Source: an optimization exercise on an open RTL-to-GDS flow (aim: small area). Production flows keep margins and buffers that such runs may drop. At most, simulation tests tie the RTL to the original design; equivalence was not proved. Only the layout flow was run in runs 2 and 3; the RTL was not checked for function there. Power is estimated from default activity; no workload was simulated.

==> flow/design.v <==
package player_pkg;
  localparam int NUM_CH    = 7;
  localparam int NUM_BITS  = 8;
  localparam int SAMPLES   = 10;
  localparam int BUF_BITS  = NUM_BITS * SAMPLES;
  localparam logic [2:0] LOOP_SEL = 3'd7;
  localparam logic [7:0] OE_MASK  = 8'hC0;
  typedef enum logic [1:0] {
    ST_IDLE = 2'd0,
    ST_PLAY = 2'd1,
    ST_DONE = 2'd2
  } state_t;
endpackage
module bit_prescaler #(
  parameter int CLK_DIV = 1
) (
  input  logic clk,
  input  logic rst_n,
  input  logic ena,
  input  logic clr_i,
  input  logic run_i,
  output logic tick_o
);
  localparam logic [7:0] LAST = 8'(CLK_DIV - 1);
  logic [7:0] cnt_q;
  assign tick_o = run_i && (cnt_q == LAST);
  always_ff @(posedge clk or negedge rst_n) begin
    if (!rst_n) begin
      cnt_q <= '0;
    end else if (ena) begin
      if (clr_i || !run_i || tick_o) cnt_q <= '0;
      else                           cnt_q <= cnt_q + 8'd1;
    end
  end
endmodule
module channel_pattern_player (
  input  logic       clk,
  input  logic       rst_n,
  input  logic       ena,
  input  logic [7:0] ui_in,
  input  logic [7:0] uio_in,
  output logic [7:0] uo_out,
  output logic [7:0] uio_out,
  output logic [7:0] uio_oe
);
  localparam int NCH = player_pkg::NUM_CH;
  localparam int NBY = player_pkg::SAMPLES;
  localparam int NB  = player_pkg::NUM_BITS;
  logic                 wr_prev_q, start_prev_q, stop_prev_q;
  player_pkg::state_t   state_q;
  logic                 loop_q;
  logic [6:0]           bit_q;        
  logic [NCH-1:0][3:0]  cnt_q;        
  logic [NB-1:0]        buf_q [NCH][NBY];
  logic [2:0] chan_sel;
  logic       wr_edge, start_edge, stop_edge;
  logic       play, last_bit, do_wr, do_start;
  assign chan_sel   = uio_in[2:0];
  assign wr_edge    = uio_in[3] & ~wr_prev_q;
  assign start_edge = uio_in[4] & ~start_prev_q;
  assign stop_edge  = uio_in[5] & ~stop_prev_q;
  assign play     = (state_q == player_pkg::ST_PLAY);
  assign last_bit = (bit_q == 7'd79);
  assign do_wr    = wr_edge & ~play & ~stop_edge;
  assign do_start = start_edge & ~play & ~stop_edge & ~wr_edge;
  always_ff @(posedge clk or negedge rst_n) begin
    if (!rst_n) begin
      wr_prev_q    <= 1'b0;
      start_prev_q <= 1'b0;
      stop_prev_q  <= 1'b0;
      state_q      <= player_pkg::ST_IDLE;
      bit_q        <= '0;
      loop_q       <= 1'b0;
      cnt_q        <= '0;
    end else if (ena) begin
      wr_prev_q    <= uio_in[3];
      start_prev_q <= uio_in[4];
      stop_prev_q  <= uio_in[5];
      if (stop_edge) begin
        state_q <= player_pkg::ST_IDLE;
        bit_q   <= '0;
      end else if (play) begin
        if (last_bit) begin
          bit_q <= '0;
          if (!loop_q) state_q <= player_pkg::ST_DONE;
        end else begin
          bit_q <= bit_q + 7'd1;
        end
      end else if (do_wr) begin
        state_q <= player_pkg::ST_IDLE;
        if (chan_sel == player_pkg::LOOP_SEL)
          loop_q <= ui_in[0];
        else if (cnt_q[chan_sel] != 4'(NBY))
          cnt_q[chan_sel] <= cnt_q[chan_sel] + 4'd1;
      end else if (do_start) begin
        state_q <= player_pkg::ST_PLAY;
      end
    end
  end
  always_ff @(posedge clk) begin
    for (int c = 0; c < NCH; c++) begin
      if (ena && do_wr && chan_sel == 3'(c)) begin
        buf_q[c][0] <= ui_in;
        for (int k = 1; k < NBY; k++) buf_q[c][k] <= buf_q[c][k-1];
      end
    end
  end
  logic [3:0] rd_byte;
  logic [2:0] rd_bit;
  assign rd_byte = 4'(NBY - 1) - bit_q[6:3];
  assign rd_bit  = ~bit_q[2:0];
  always_comb begin
    uo_out = '0;
    for (int c = 0; c < NCH; c++)
      uo_out[c] = play && (rd_byte < cnt_q[c]) && buf_q[c][rd_byte][rd_bit];
    uo_out[7] = play && (bit_q == '0);
  end
  assign uio_out = {play, (state_q == player_pkg::ST_DONE), 6'b000000};
  assign uio_oe  = player_pkg::OE_MASK;
endmodule
==> flow/run.sh <==
#!/bin/bash
# synth_recipe.tcl (not shown) runs the flow's synth.tcl, then flattens the netlist and writes it again
# the make line also repeats each setting of config.mk as NAME=value (left out here)
make -C /OpenROAD-flow-scripts/flow DESIGN_CONFIG=/design/flow/config.mk WORK_HOME=/design/flow/orfs CLKGATE_MAP_FILE= SYNTH_SCRIPT=/design/flow/synth_recipe.tcl finish
==> flow/config.mk <==
export PLATFORM = sky130hd
export DESIGN_NAME = channel_pattern_player
export DESIGN_NICKNAME = channel_pattern_player
export VERILOG_FILES = /design/flow/design.v
export SDC_FILE = /design/flow/constraint.sdc
export NUM_CORES = 4
export LEC_CHECK = 0
export CAP_MARGIN = 20
export CELL_PAD_IN_SITES_DETAIL_PLACEMENT = 2
export CELL_PAD_IN_SITES_GLOBAL_PLACEMENT = 4
export CORE_MARGIN = 2
export CORE_UTILIZATION = 15
export PLACE_DENSITY = 0.3
export SLEW_MARGIN = 20
==> flow/constraint.sdc <==
create_clock -name core_clock -period 10.0 [get_ports {clk}]
set_input_delay 2.0000 -clock core_clock [delete_from_list [all_inputs] [get_ports {clk}]]
set_output_delay 2.0000 -clock core_clock [all_outputs]
set_load 0.01 [all_outputs]
==> results.py, run 1 <==
metrics = {
    "status": {
        "status": "finished clean",
    },
    "hold_path": {
        "min_to": "buf_q[68][6]$_DFFE_PP_",
        "min_path_type": "register to register",
        "hold_start": "buf_q[67][6]$_DFFE_PP_",
        "min_path_cells": 0,
    },
    "clock_tree": {
        "clock_latency_ns": 0.75,
        "cts_resized": 0,
        "h-tree-depth": 3,
        "cts_root_buffer": "clkbuf_16",
        "cts.clk_slew.worst_paths_ns": 0.05,
        "hold_buffers": 0,
        "cts_tree": "yes",
        "clock_sinks": 601,
        "cts_buffer_depth": 3,
        "numCtsBuffers": 89,
        "post-cts-setup-buffers": 0,
    },
    "timing": {
        "hold_viol": 0,
        "fmax_mhz": 104,
        "drv_slew": 0,
        "setup_viol": 0,
        "finalSetupTns_ns": 0,
        "worstMarginPinSlew_ns": 1.34,
        "period_share": 0.960,
        "rsz0062_at_grt": "false",
        "whs_ns": 0.450,
        "fin_ws_ns": 0.401,
        "fin_skew_ns": 0.0281,
        "period_minus_slack_ns": 9.60,
        "maxSlewHeadroom": 0.100,
    },
    "routing": {
        "detail_route.first_pass.iterations": 6,
        "vias_per_cell": 5.16,
        "detail-route-antenna-nets": 0,
        "wl_per_cell_um": 51.1,
        "drc": 0,
        "via_count": 29391,
        "drt_iter0_markers": 3759,
        "routed_wl_um": 291000,
    },
    "synthesis": {
        "synthArstFlopShare": 0.0682,
        "synth_compound_area_frac": 0.210,
        "synth_cell_types": 94,
        "syn_inst": 2657,
        "synth_top_flop_cell": "edfxtp_1",
        "synth_edf_count": 560,
        "yosys.area_share.adder": 0.0163,
        "syn_area_mm2": 0.0315,
        "avgSynthCellArea_um2": 11.9,
        "synth-xor-area-share": 0.00135,
        "synth_top_family_by_area": "compound AO/OA/AOI/OAI gates",
        "muxShareOfSynthArea": 0.0345,
        "ys_ff_latch": 601,
        "ys_seq_area_frac": 0.566,
        "synth_warnings": 2,
        "yosys.area_share.simple": 0.132,
    },
    "pwr": {
        "power.internal_w": 0.00532,
        "seq_power_share": 0.333,
        "p_leak_nw": 12.2,
        "p_comb_frac": 0.267,
        "power.density_mw_per_mm2": 213,
        "switchingPower_w": 0.00314,
        "clkPwrFrac": 0.400,
        "swShare": 0.371,
        "irDropWorstVdd_mv": 0.162,
    },
    "floorplan": {
        "core_area_mm2": 0.209,
        "initial_core_util": 0.151,
        "floorplan.rows": 168,
        "die_area_mm2": 0.214,
        "die_x_um": 463,
        "die_h_um": 463,
        "num_io_pins": 43,
    },
    "layout": {
        "syn2layout_area_growth_pct": 25.9,
        "stdcell_area_mm2": 0.0397,
        "final_cell_mix": "560 x edfxtp_1, 272 x a22oi_1, 228 x buf_4",
        "mostFrequentLayoutCell": "edfxtp_1",
        "drive_gt1_frac": 0.177,
        "final_nets": 2867,
        "final_util": 0.190,
    },
    "critical_path": {
        "worst_setup_path_start_kind": "register",
        "r2r_start": "state_q[1]$_DFFE_PN0P_",
        "r2r_setup_slack_ns": 5.16,
        "cp_num_buf_inv": 4,
        "r2r_cells": 5,
        "crit_type": "register to output port",
        "crit_path_end_kind": "output port",
        "cp_data_required_time_ns": 8.00,
        "cp_max_fo": 22,
        "critical_path.top_delay_family": "compound AO/OA/AOI/OAI gates",
        "cpPeakStageDelay_ns": 0.94,
        "worstPathCellList": "inv_2 > ha_4 > ha_4 > nand2b_1 > nor2_1 > buf_4 > nor4_1 > a2111oi_0 > nand4_1 > a2111oi_1 > buf_4 > a311oi_1 > a32o_1 > clkdlybuf4s50_1",
        "cp_slowest_cell": "a2111oi_1",
        "arrival_ns": 7.60,
        "reg2reg_to": "buf_q[10][3]$_DFFE_PP_",
    },
    "global_routing": {
        "grt_pass1_wl_um": 367000,
        "antenna_found_initial": 41,
        "grt_max_degree": 61,
        "grt_overflow": 0,
        "grt_use_total": 0.265,
        "grt_pass1_vias": 29976,
    },
    "placement": {
        "post-dp-hpwl_um": 223000,
        "gp_congestion": 0.909,
        "portBuffers": 26,
        "place_area_mm2": 0.0367,
        "dp_slack_ns": 1.17,
    },
    "job": {
        "drv_cap": 0,
    },
}
[cells by family (layout without fill, tap and decap cells)]
logic type | count (synthesis) | after routing
buffers and inverters | 260 | 471
xor gates and xnor gates | 4 | 4
adders and majority gates | 41 | 41
DFF | 601 | 601
other | 2 | 23
AOI/OAI and AO/OA | 880 | 880
and+or+nand+nor | 771 | 771
muxes | 98 | 98
[power groups by stage]
| stage | Clock (W) | Combinational [W] | Sequential (W) |
|---|---|---|---|
| after CTS | 0.00350 | 0.00223 | 0.00282 |
| after global placement | 0 | 0.00224 | 0.00287 |
| after floorplan | 0 | 0.000893 | 0.00283 |
| after detailed placement | 0 | 0.00223 | 0.00287 |
| after global routing | 0.00355 | 0.00232 | 0.00282 |
| final | 0.00339 | 0.00226 | 0.00281 |
[synth_stat cells (60+ instances only)]
master | instances | share of area
nor2_1 | 112 | 0.013
nor3_1 | 60 | 0.0095
a22o_1 | 63 | 0.017
mux2i_1 | 67 | 0.021
a22oi_1 | 272 | 0.065
o21ai_0 | 90 | 0.014
clkbuf_1 | 91 | 0.011
nand2_1 | 162 | 0.019
a221oi_1 | 60 | 0.017
a21oi_1 | 85 | 0.013
buf_2 | 77 | 0.012
nand4_1 | 100 | 0.020
nand3_1 | 123 | 0.020
a32oi_1 | 69 | 0.019
edfxtp_1 | 560 | 0.53
[worst max-delay path by stage]
stage	to	slack, ns	start	cells past startpoint
final	uo_out[3]	0.40	bit_q[4]$_DFFE_PN0P_	14
after global routing	uo_out[5]	0.13	bit_q[4]$_DFFE_PN0P_	16
after CTS	uo_out[5]	0.34	bit_q[4]$_DFFE_PN0P_	16
after detailed placement	uo_out[5]	1.17	bit_q[4]$_DFFE_PN0P_	16
after global placement	uo_out[3]	1.15	bit_q[4]$_DFFE_PN0P_	14
after floorplan	buf_q[0][0]$_DFFE_PP_	2.25	uio_in[1]	6
[per-layer routing]
layer  global-route usage  part of all wire  up-vias
met3               0.0295             0.044      358
met2                0.442              0.47     1302
met4               0.0931             0.042       10
met1                0.354              0.44    16388
met5              0.00379           0.00058        -
li1                     -                 -    11333
[stage by stage]
stage | cells | power (W)
2_1_floorplan | 2669 | 0.00372
3_3_place_gp | 5517 | 0.00511
3_5_place_dp | 5521 | 0.00509
4_1_cts | 5685 | 0.00855
5_1_grt | 5688 | 0.00868
6_report | 5694 | 0.00846
[flip-flops by register name (all words and copies together) (netlist names)]
signal and count:
buf_q 560, cnt_q 28, bit_q 7, state_q 2, loop_q 1, start_prev_q 1, stop_prev_q 1, wr_prev_q 1
[area by class of cell]
cell class | instances | area (um2)
inverters | 45 | 169
repair buffers | 262 | 2100
fillers | 23291 | 170000
diodes | 9 | 22.5
flip-flops and latches | 601 | 17900
clock inverters | 60 | 691
well taps | 2805 | 3510
multi-input cells | 1808 | 13000
clock buffers | 104 | 2300
==> inputs of run 2 (changes only) <==
--- a/flow/design.v
+++ b/flow/design.v
@@ -109,10 +109,21 @@
   logic [2:0] rd_bit;
   assign rd_byte = 4'(NBY - 1) - bit_q[6:3];
   assign rd_bit  = ~bit_q[2:0];
+  logic [NBY-1:0][NB-1:0] sel;
+  always_comb begin
+    for (int k = 0; k < NBY; k++)
+      for (int b = 0; b < NB; b++)
+        sel[k][b] = (rd_byte == 4'(k)) && (rd_bit == 3'(b));
+  end
   always_comb begin
     uo_out = '0;
-    for (int c = 0; c < NCH; c++)
-      uo_out[c] = play && (rd_byte < cnt_q[c]) && buf_q[c][rd_byte][rd_bit];
+    for (int c = 0; c < NCH; c++) begin
+      logic any;
+      any = 1'b0;
+      for (int k = 0; k < NBY; k++)
+        any = any | |(sel[k] & buf_q[c][k]);
+      uo_out[c] = play && (rd_byte < cnt_q[c]) && any;
+    end
     uo_out[7] = play && (bit_q == '0);
   end
   assign uio_out = {play, (state_q == player_pkg::ST_DONE), 6'b000000};
--- a/flow/config.mk
+++ b/flow/config.mk
@@ -5,6 +5,7 @@
 export SDC_FILE = /design/flow/constraint.sdc
 export NUM_CORES = 4
 export LEC_CHECK = 0
+export ABC_AREA = 1
 export CAP_MARGIN = 20
 export CELL_PAD_IN_SITES_DETAIL_PLACEMENT = 2
 export CELL_PAD_IN_SITES_GLOBAL_PLACEMENT = 4
==> run 2 against run 1 <==
  * Register-to-register slack better by 1.3 ns
  * Via count down 41%
  * Cell area down 21%
  * Sequential power up 1%
  * Clock skew about the same
  * Clock power down 11%
  * First-iteration DRC count down 72%
  * Fmax up 27%
  * Routed wire length down 51%
  * Utilization about the same
  * Count of clock-buffer cells in the layout up 3
  * Critical path type unchanged
  * Largest cell class unchanged
  * Highest routed layer unchanged
==> results.py, run 2 <==
metrics = {
    "placement": {
        "place_area_mm2": 0.0286,
        "placed_cells": 4417,
        "gp_congestion": 0.706,
        "portBuffers": 26,
        "post-dp-hpwl_um": 101000,
    },
    "critical_path": {
        "r2r_start": "state_q[0]$_DFFE_PN0P_",
        "cp_slowest_cell": "nor2_1",
        "cpPeakStageDelay_ns": 0.92,
        "critical_path.top_delay_family": "simple AND/OR/NAND/NOR gates",
        "cp_data_required_time_ns": 8.00,
        "worstPathCellList": "inv_1 > ha_1 > nor2_1 > nand2_1 > nor2_2 > buf_4 > nand2_1 > nand2_1 > nor2_1 > nand2_1 > nor2_1 > nand2_1 > nor2_1 > nor2_1 > clkdlybuf4s50_1",
        "r2r_setup_slack_ns": 6.41,
        "reg2reg_to": "buf_q[37][0]$_DFFE_PP_",
        "cp_num_buf_inv": 3,
        "worst_setup_path_start_kind": "register",
        "arrival_ns": 5.54,
        "r2r_cells": 8,
        "crit_type": "register to output port",
        "crit_path_end_kind": "output port",
        "cp_max_fo": 11,
    },
    "floorplan": {
        "die_h_um": 412,
        "core_area_mm2": 0.165,
        "die_x_um": 412,
        "floorplan.rows": 149,
        "initial_core_util": 0.151,
        "die_area_mm2": 0.170,
        "num_io_pins": 43,
    },
    "routing": {
        "wl_met2_um": 67800,
        "vias_per_cell": 3.80,
        "met1_length_um": 67500,
        "routed_wl_um": 142000,
        "drc": 0,
        "drt_iter0_markers": 1054,
        "via_count": 17377,
        "dr.max_layer_used": "met5",
        "wl_per_cell_um": 31.1,
        "detail-route-antenna-nets": 0,
        "detail_route.first_pass.iterations": 5,
        "met3_length_um": 4740,
    },
    "synthesis": {
        "avgSynthCellArea_um2": 11.6,
        "synth_common_cells": "630 x nand2_1, 560 x edfxtp_1, 245 x nand3_1",
        "yosys.area.top_type": "edfxtp_1",
        "synth_edf_count": 560,
        "ys_seq_area_frac": 0.714,
        "synthArstFlopShare": 0.0682,
        "synth.most_common_cell": "nand2_1",
        "synth_top_flop_cell": "edfxtp_1",
        "syn_inst": 2157,
        "synth_warnings": 2,
        "syn_area_mm2": 0.0250,
        "synth_cell_types": 41,
        "yosys-top-cells-area": "edfxtp_1 67%, nand2_1 9.5%, nand3_1 4.9%",
        "synth.top_cell.area_share": 0.673,
        "ys_ff_latch": 601,
    },
    "clock_tree": {
        "numCtsBuffers": 87,
        "clock_latency_ns": 0.68,
        "cts_resized": 0,
        "cts_root_buffer": "clkbuf_16",
        "cts_buffer_depth": 3,
        "h-tree-depth": 3,
        "cts.clk_slew.worst_paths_ns": 0.06,
        "cts_tree": "yes",
        "clock_sinks": 601,
        "hold_buffers": 0,
        "post-cts-setup-buffers": 0,
    },
    "timing": {
        "setup_viol": 0,
        "worstMarginPinSlew_ns": 1.23,
        "period_minus_slack_ns": 7.54,
        "rsz0062_at_grt": "false",
        "finalSetupTns_ns": 0,
        "drv_slew": 0,
        "maxSlewHeadroom": 0.179,
        "fmax_mhz": 133,
        "hold_viol": 0,
        "fin_skew_ns": 0.0286,
        "period_share": 0.754,
    },
    "layout": {
        "drive_gt1_frac": 0.116,
        "largest_reg_flops": 560,
        "stdcell_area_mm2": 0.0312,
        "final_cells": 4577,
        "top_regs": "buf_q (560), cnt_q (28), bit_q (7)",
        "final_nets": 2377,
        "mostFrequentLayoutCell": "nand2_1",
        "final_cell_mix": "630 x nand2_1, 560 x edfxtp_1, 245 x nand3_1",
        "final_util": 0.189,
        "syn2layout_area_growth_pct": 25.0,
        "regMostFlops": "buf_q",
    },
    "global_routing": {
        "grt_use_total": 0.168,
        "grt_pass1_vias": 19107,
        "grt_pass1_wl_um": 187000,
        "antenna_found_initial": 29,
        "grt_overflow": 0,
        "grt_max_degree": 81,
    },
    "pwr": {
        "total_power_w": 0.00737,
        "power.density_mw_per_mm2": 236,
        "p_leak_nw": 11.2,
        "irDropWorstVdd_mv": 0.106,
    },
    "hold_path": {
        "min_to": "buf_q[7][4]$_DFFE_PP_",
        "min_path_type": "register to register",
        "min_path_cells": 0,
        "hold_start": "buf_q[6][4]$_DFFE_PP_",
    },
    "job": {
        "drv_cap": 0,
    },
    "status": {
        "status": "finished clean",
    },
}
-- run 2: cell count changes after synthesis, moves of 67 or more --
cell | previous run | this run
a22oi_1 | 272 | 5
nand3_1 | 123 | 245
clkbuf_1 | 91 | 17
a32oi_1 | 69 | 0
inv_1 | 41 | 144
mux2i_1 | 67 | 0
nand2_1 | 162 | 630
nor2_1 | 112 | 210
-- run 2: per-layer routing --
metal  up-vias  global-route usage
met1      9123               0.234
met3       111              0.0205
met2       340               0.280
met5         -                   0
met4         2              0.0344
li1       7801                   -
-- run 2: kinds of logic (layout without fill, tap and decap cells) --
| logic type | after synthesis | in the layout | synth area share |
|---|---|---|---|
| simple gates | 1189 | 1189 | 0.202 |
| flops | 601 | 601 | 0.714 |
| buf+inv | 222 | 435 | 0.0377 |
| compound gates | 100 | 100 | 0.0250 |
| fa+ha+maj | 41 | 41 | 0.0205 |
| other cells | 2 | 20 | 0.000300 |
| xor+xnor | 1 | 1 | 0.000350 |
| mux | 1 | 1 | 0.000450 |
-- run 2: report_power, final --
part / internal (W) / switching [W]
clock network: 0.00173 / 0.00128
registers: 0.00279 / 0.0000589
logic: 0.000298 / 0.00121
total: 0.00482 / 0.00255
-- run 2: worst max path at each step --
stage / from / end / slack, ns / cells past startpoint
6_report: bit_q[5]$_DFFE_PN0P_ / uo_out[1] / 2.46 / 15
5_1_grt: bit_q[5]$_DFFE_PN0P_ / uo_out[2] / 2.09 / 15
4_1_cts: bit_q[4]$_DFFE_PN0P_ / uo_out[2] / 2.13 / 15
3_5_place_dp: bit_q[4]$_DFFE_PN0P_ / uo_out[2] / 2.91 / 15
3_3_place_gp: bit_q[4]$_DFFE_PN0P_ / uo_out[2] / 2.86 / 15
2_1_floorplan: uio_in[0] / buf_q[20][0]$_DFFE_PP_ / 1.41 / 6
-- run 2: per-stage QoR --
step	worst slack, ns	hold WS [ns]
after global routing	2.09	0.434
final	2.46	0.433
after floorplan	1.41	0.418
after CTS	2.13	0.422
after detailed placement	2.91	0.435
after global placement	2.86	0.429
-- run 2: cell type report --
class,count,area [um2]
inverter,161,604
multi-input combinational,1346,6420
clock buffer,107,2290
tap,2189,2740
antenna,6,15.0
timing repair buffer,120,955
clock inverter,47,367
sequential,601,17800
fill,18541,134000
==> inputs of run 3 (changes only) <==
--- a/flow/config.mk
+++ b/flow/config.mk
@@ -7,9 +7,11 @@
 export LEC_CHECK = 0
 export ABC_AREA = 1
 export CAP_MARGIN = 20
-export CELL_PAD_IN_SITES_DETAIL_PLACEMENT = 2
-export CELL_PAD_IN_SITES_GLOBAL_PLACEMENT = 4
+export CELL_PAD_IN_SITES_DETAIL_PLACEMENT = 0
+export CELL_PAD_IN_SITES_GLOBAL_PLACEMENT = 0
 export CORE_MARGIN = 2
-export CORE_UTILIZATION = 15
-export PLACE_DENSITY = 0.3
+export CORE_UTILIZATION = 50
+export CTS_CLUSTER_DIAMETER = 60
+export CTS_CLUSTER_SIZE = 25
+export PLACE_DENSITY = 0.6
 export SLEW_MARGIN = 20
==> run 3 against run 2 <==
  * First-iteration DRC count is 130% higher
  * Still clean
  * Cell count fell by 36%
  * Clock power shrank 37%
  * Critical path type unchanged
  * Synthesized area unchanged
  * Routed wire length fell by 45%
  * Register-to-register slack better by 0.55 ns
==> results.py, run 3 <==
metrics = {
    "critical_path": {
        "crit_path_frequent_cell": "nor2_1",
        "arrival_ns": 5.22,
        "cp_num_buf_inv": 4,
        "r2r_setup_slack_ns": 6.96,
        "crit_type": "register to output port",
        "cp_data_required_time_ns": 8.00,
        "worstPathCellList": "inv_2 > ha_1 > ha_1 > inv_2 > nor2_2 > nand3_2 > inv_2 > nand2_1 > o2bb2ai_1 > nor2_1 > nand2_1 > nor2_1 > nand2_1 > nor2_1 > nor2_1 > clkdlybuf4s50_1",
        "cpPeakStageDelay_ns": 0.80,
        "cp_slowest_cell": "dfrtp_1",
        "crit_path_end_kind": "output port",
        "cp_max_fo": 27,
        "critical_path.top_delay_family": "buffers and inverters",
        "worst_setup_path_start_kind": "register",
    },
    "timing": {
        "finalSetupTns_ns": 0,
        "fin_skew_ns": 0.0358,
        "fmax_mhz": 138,
        "drv_slew": 0,
        "rsz0062_at_grt": "false",
        "fin_ws_ns": 2.78,
        "whs_ns": 0.430,
        "maxSlewHeadroom": 0.239,
        "hold_viol": 0,
        "period_minus_slack_ns": 7.22,
        "setup_viol": 0,
        "worstMarginPinSlew_ns": 1.14,
        "period_share": 0.722,
    },
    "floorplan": {
        "floorplan.rows": 81,
        "num_io_pins": 43,
        "die_x_um": 228,
        "initial_core_util": 0.509,
        "die_h_um": 228,
        "core_area_mm2": 0.0492,
        "die_area_mm2": 0.0518,
    },
    "job": {
        "drv_cap": 0,
    },
    "clock_tree": {
        "cts.clk_slew.worst_paths_ns": 0.09,
        "clock_sinks": 601,
        "h-tree-depth": 2,
        "cts_tree": "yes",
        "post-cts-setup-buffers": 0,
        "cts_root_buffer": "clkbuf_16",
        "cts_resized": 0,
        "hold_buffers": 0,
        "numCtsBuffers": 42,
        "cts_buffer_depth": 3,
        "clock_latency_ns": 0.62,
    },
    "placement": {
        "dp_slack_ns": 3.48,
        "gp_congestion": 0.934,
        "place_area_mm2": 0.0262,
        "portBuffers": 26,
        "post-dp-hpwl_um": 51300,
    },
    "synthesis": {
        "synthArstFlopShare": 0.0682,
        "ys_ff_latch": 601,
        "synth_top_flop_cell": "edfxtp_1",
        "synth.top_cell.area_share": 0.673,
        "synth_cell_types": 41,
        "ys_seq_area_frac": 0.714,
        "synth.most_common_cell": "nand2_1",
        "synth_warnings": 2,
        "avgSynthCellArea_um2": 11.6,
        "yosys-top-cells-area": "edfxtp_1 67%, nand2_1 9.5%, nand3_1 4.9%",
        "syn_area_mm2": 0.0250,
        "yosys.area.top_type": "edfxtp_1",
        "syn_inst": 2157,
        "synth_common_cells": "630 x nand2_1, 560 x edfxtp_1, 245 x nand3_1",
        "synth_edf_count": 560,
    },
    "global_routing": {
        "grt_max_degree": 81,
        "grt_pass1_vias": 16393,
        "grt_pass1_wl_um": 112000,
        "antenna_found_initial": 2,
        "grt_use_total": 0.311,
        "grt_overflow": 0,
    },
    "layout": {
        "final_cell_mix": "630 x nand2_1, 560 x edfxtp_1, 245 x nand3_1",
        "final.fill_count": 4179,
        "syn2layout_area_growth_pct": 11.0,
        "drive_gt1_frac": 0.0784,
        "top_regs": "buf_q (560), cnt_q (28), bit_q (7)",
        "stdcell_area_mm2": 0.0277,
        "largest_reg_flops": 560,
        "final_nets": 2285,
        "mostFrequentLayoutCell": "nand2_1",
        "regMostFlops": "buf_q",
    },
    "routing": {
        "routed_wl_um": 78100,
        "wl_per_cell_um": 26.7,
        "vias_per_cell": 5.86,
        "via_count": 17142,
        "drt_iter0_markers": 2438,
        "detail-route-antenna-nets": 0,
        "detail_route.first_pass.iterations": 6,
        "drc": 0,
    },
    "pwr": {
        "irDropWorstVdd_mv": 0.144,
        "power.density_mw_per_mm2": 212,
        "p_leak_nw": 10.4,
        "total_power_w": 0.00587,
    },
    "status": {
        "status": "finished clean",
    },
    "hold_path": {
        "min_path_type": "register to register",
    },
}
[run 3: cell types whose count changed in the layout (fill, tap and decap cells not counted), moves of 11 or more]
cell / previous run / this run
clkinv_1: 26 / 4
nor2_1: 184 / 195
clkinv_2: 13 / 1
buf_4: 93 / 47
nor2_4: 18 / 6
clkbuf_16: 89 / 45
clkbuf_1: 18 / 3
[run 3: metal layers]
layer	GRT usage	vias to the layer above	routed length [um]
li1	-	7584	-
met1	0.422	8462	30100
met2	0.488	926	36100
met3	0.0554	170	7740
met4	0.150	0	4230
met5	0	-	0
[run 3: report_power, final]
group	internal, W	switching [W]	leakage (nW)
Combinational	0.000259	0.000862	4.20
Clock	0.000929	0.000983	0.722
Sequential	0.00279	0.0000505	5.50
Total	0.00398	0.00190	10.4
[run 3: layout make-up]
cell class | count | area (um2) | area share
multi-input cells | 1346 | 6340 | 0.229
flip-flops and latches | 601 | 17800 | 0.643
diodes | 2 | 5.00 | 0.000180
well taps | 664 | 831 | 0.0300
clock buffers | 48 | 1140 | 0.0410
repair buffers | 73 | 608 | 0.0219
inverters | 161 | 604 | 0.0218
clock inverters | 29 | 367 | 0.0132
[run 3: stage by stage]
stage / util / instances
2_1_floorplan: - / 2169
3_3_place_gp: 0.533 / 2843
3_5_place_dp: 0.533 / 2845
4_1_cts: 0.564 / 2922
5_1_grt: 0.564 / 2922
6_report: 0.564 / 2924
[run 3: logic make-up (layout without fill, tap and decap cells)]
family                   count (synthesis)  after routing  share of synthesized area
AO/OA/AOI/OAI                          100            100                     0.0250
XOR/XNOR                                 1              1                   0.000350
adder cells (fa/ha/maj)                 41             41                     0.0205
buffers and inverters                  222            311                     0.0377
flip-flops                             601            601                      0.714
multiplexers                             1              1                   0.000450
other                                    2             16                   0.000300
AND/OR/NAND/NOR                       1189           1189                      0.202
[run 3: worst paths after layout]
check	startpoint	end	cells past startpoint
max reg2reg	state_q[0]$_DFFE_PN0P_	buf_q[59][2]$_DFFE_PP_	8
max	bit_q[4]$_DFFE_PN0P_	uo_out[2]	16
min	buf_q[0][2]$_DFFE_PP_	buf_q[1][2]$_DFFE_PP_	0
min in group asynchronous	rst_n	state_q[0]$_DFFE_PN0P_	1
min reg2reg	buf_q[0][2]$_DFFE_PP_	buf_q[1][2]$_DFFE_PP_	0
max in group asynchronous	rst_n	cnt_q[13]$_DFFE_PN0P_	1

separate check: timing with driven ports:
The flow's constraints put no driver on any port. The routed layouts listed below were extracted and timed again, unchanged, in two steps. Step 1 assumes that a clkbuf_16 drives the clock port and a buf_2 every other input. Step 2 also shifts input and output timing later by t, the mid clock arrival at the registers, as if the neighbouring blocks saw the same clock. a / b / c = ideal / step 1 / step 2; a / b = the first two.
| run | shift t [ns] | slack for setup (ns) | worst hold slack (ns) |
|---|---|---|---|
| run 1 | 0.820 | 0.401 / 0.310 / 1.130 | 0.450 / 0.450 / 0.450 |
| run 2 | 0.736 | 2.456 / 2.384 / 3.120 | 0.433 / 0.433 / 0.433 |
| run 3 | 0.655 | 2.776 / 2.717 / 3.372 | 0.430 / 0.430 / 0.430 |
After both steps setup and hold are still met in every run listed.
